Background: an optimization exercise with open tools, aiming at small area. Do not read the settings as production practice.
Only simulation tests tie the RTL to the original design; equivalence was not proved.
The flow treats the clock pin as an ideal source, which a real chip does not have.
No activity file was given, so power comes from the tool's default toggle rates.

Setup of run A:
==> flow/design.v (excerpt) <==
module decode #(
  parameter logic [31:0] RESET_PC = 32'h80020000,
  parameter logic [31:0] NOP_INSN = mips_pkg::NOP_INSN
) (
  input  logic        clk,
  input  logic        rst,
  input  logic [31:0] pc_in,
  input  logic [31:0] insn_in,
  input  logic        stall_in,
  input  logic        flush,
  input  logic        wb_en,
  input  logic [4:0]  wb_addr,
  input  logic [31:0] wb_data,
  output logic        stall_out,
  output logic        valid_out,
  output logic [31:0] pc_out,
  output logic [31:0] insn_out,
  output logic [31:0] rs_data,
  output logic [31:0] rt_data,
  output logic [31:0] imm_out,
  output logic [4:0]  dest_reg,
  output logic        reg_write,
  output logic        is_load
);
  logic        if_valid;
  logic [31:0] if_pc;
  logic [31:0] if_insn;
  logic        ex_valid;
  logic [31:0] ex_pc;
  logic [31:0] ex_insn;
  logic [31:0] ex_rs;
  logic [31:0] ex_rt;
  logic [31:1][31:0] rf;
  logic        adv;       
  logic        ex_hold;   
  logic        if_keep;   
  logic        ex_ld;     
  logic        if_pc_hd;  
  logic        ex_pc_ld;  
  logic        ex_ld_op, ex_zext, if_uses_rt;
  logic [4:0]  ex_dest;
  logic [4:0]  ra1, ra2;
  ...
For scale: roughly 3700 cells after synthesis, roughly 1200 flip-flops, about 280 I/O pins, ~44000 µm² of cells after synthesis.
export LEC_CHECK = 0
export CAP_MARGIN = 20
export CORE_MARGIN = 2
export CORE_UTILIZATION = 55
export SETUP_SLACK_MARGIN = 0.2
export SLEW_MARGIN = 20
export SYNTH_HIERARCHICAL = 1
export SYNTH_MINIMUM_KEEP_SIZE = 0
create_clock -name core_clock -period 5.0 [get_ports {clk}]
standard.sh (not shown) runs the stock make flow with config.mk's settings and CLKGATE_MAP_FILE= SYNTH_SCRIPT=/design/flow/synth_recipe.tcl, a recipe that flattens the netlist after the stock synthesis.
==> flow/flow/run.sh <==
#!/bin/bash
# Layout: the standard ORFS flow (standard.sh), with
#  - inverters driving 16+ loads sized up before placement (pre_gp.tcl),
#  - resizer changes made during timing-driven global placement kept
#    virtual (the resize step after placement does the real repair),
#  - the port buffers inserted as the smallest buffer cell,
#  - clock tree sinks clustered 25 to a buffer (within 80 um), no dummy loads,
#  - slack-driven downsizing right after clock tree synthesis (post_cts.tcl);
#    the repair after global routing then restores the setup margin.
set -euo pipefail
here=$(pwd)
export PRE_GLOBAL_PLACE_TCL="$here/flow/pre_gp.tcl"
export GPL_KEEP_OVERFLOW=0
export BUFFER_PORTS_ARGS="-buffer_cell sky130_fd_sc_hd__buf_1"
export CTS_ARGS="-sink_clustering_enable -repair_clock_nets -sink_clustering_size 25 -sink_clustering_max_diameter 80 -dont_use_dummy_load"
export POST_CTS_TCL="$here/flow/post_cts.tcl"
bash standard.sh > "$here/standard_flow.log" 2>&1
==> flow/flow/post_cts.tcl <==
# After clock tree synthesis: trade unneeded drive strength for area on
# paths with timing slack, then legalize the resized cells again.
estimate_parasitics -placement
repair_timing -recover_power 100 -verbose
detailed_placement
check_placement -verbose
==> flow/flow/pre_gp.tcl <==
# Before global placement: inverters that drive 16 or more loads (the
# decoded row and select lines of the register file) are sized up so the
# lines need no extra buffering: the read-select lines, which sit on the
# longest path, to inv_4, the write lines to inv_2 (same area as inv_1).
set n2 0
set n4 0
foreach inst [get_cells *] {
  if {[get_property $inst ref_name] != "sky130_fd_sc_hd__inv_1"} continue
  set pin [get_pins -of_objects $inst -filter "direction == output"]
  set net [get_nets -of_objects $pin]
  set loads [get_pins -of_objects $net -filter "direction == input"]
  if {[llength $loads] < 16} continue
  set rd 0
  foreach l $loads {
    if {[string match "*a222oi*" [get_property [get_cells -of_objects $l] ref_name]]} { set rd 1; break }
  }
  if {$rd} {
    replace_cell $inst sky130_fd_sc_hd__inv_4
    incr n4
  } else {
    replace_cell $inst sky130_fd_sc_hd__inv_2
    incr n2
  }
}
puts "line drivers resized: $n4 to inv_4, $n2 to inv_2"
Run A: no failed stages, no open violations at the end
Input-level comparison between run B and run A:
==> flow/flow/run.sh <==
#!/bin/bash
# Layout: the standard ORFS flow (standard.sh), with
#  - inverters driving 16+ loads sized up before placement (pre_gp.tcl),
#  - resizer changes made during timing-driven global placement kept
#    virtual (the resize step after placement does the real repair),
#  - the port buffers inserted as the smallest buffer cell,
#  - clock tree sinks clustered 25 to a buffer (within 80 um), no dummy loads.
set -euo pipefail
here=$(pwd)
export PRE_GLOBAL_PLACE_TCL="$here/flow/pre_gp.tcl"
export GPL_KEEP_OVERFLOW=0
export BUFFER_PORTS_ARGS="-buffer_cell sky130_fd_sc_hd__buf_1"
export CTS_ARGS="-sink_clustering_enable -repair_clock_nets -sink_clustering_size 25 -sink_clustering_max_diameter 80 -dont_use_dummy_load"
bash standard.sh > "$here/standard_flow.log" 2>&1
removed: flow/flow/post_cts.tcl
[summary]
- Run B vs run A, static leakage went down by 0.25 nW.
- For total clock sinks, run A and run B come out practically identical.
- Against run A, run B reports a area added between synthesis and finish that is lower.
- On register-to-register slack, run A loses to run B.
- Comparing run B against run A, there is no change at all in netlist area before placement.
Relative to run B, the following input files were edited for run C:
Settings: a change of SETUP_SLACK_MARGIN from 0.2 to 0.4.
Results
Comparing run C and run B, the higher worst relative slew slack was measured on run C. Between run B and run C, the proportion of cell area occupied by multi-input gates does not differ in any meaningful way. The worst endpoint data arrival time reported for run C is smaller than that of run B by 60 ps. A start point of the critical path of if_insn[25] is what run B shows, while if_insn[24] belongs to run C. Per the comparison of run C with run B, slack of the worst reg-to-reg path has increased, count of flip-flops with a built-in enable after synthesis was more or less identical. As far as synthesis-to-finish area growth is concerned, run B and run C perform about the same. Compared with run B, in run C final worst slack grew by 56 ps, shortest period the worst path allows shrank by 56 ps, power density over cell area held steady, maximum cell stage delay along the critical path shrank by 20 ps.
Input-level comparison between run D and run C:
Settings: changing SETUP_SLACK_MARGIN from 0.4 to 0.1.
--- outcome ---
From run C to run D, synthesized netlist cell count did not move at all.
Cell area power density: run C vs run D — no meaningful difference
Lower worst setup slack was reported by run D, not run C.
Comparing run D against run C, there is no change at all in number of antenna violations at the first check in global routing.
Summary of run D over run C: total power has remained practically unchanged, power spent charging and discharging nets saw little to no change, maximum frequency -about 3%.
Diff run D..run C | count of pins on the block boundary | unchanged

separate check: timing with driven ports:
The flow's constraints put no driver on any port. The routed layouts listed below were extracted and timed again, unchanged, in two steps.
Step 1, drivers: a clkbuf_16 drives clk and a buf_2 each remaining input, both assumed.
Step 2 moves the port delays by t, midway between the first and last clock arrival at a register: inputs arrive t later, outputs are due t later. That takes back most of the time a late clock gives input paths.
a / b / c = ideal / step 1 / step 2; a / b = the first two.
| run | t (ns) | slack for setup (ns) | worst setup path after step 2 |
|---|---|---|---|
| run A | 0.736 | 0.295 / 0.295 / 0.020 | input to register |
| run B | 0.729 | 0.352 / 0.352 / -0.022 | input to register |
| run C | 0.729 | 0.408 / 0.408 / -0.075 | input to register |
| run D | 0.727 | 0.261 / 0.261 / -0.028 | input to register |
Met with ideal ports but missed after step 2: setup timing in run B, run C and run D. The setup slack of run C, which loses most, moves by 0.000 ns with the drivers and by -0.483 ns with both steps.
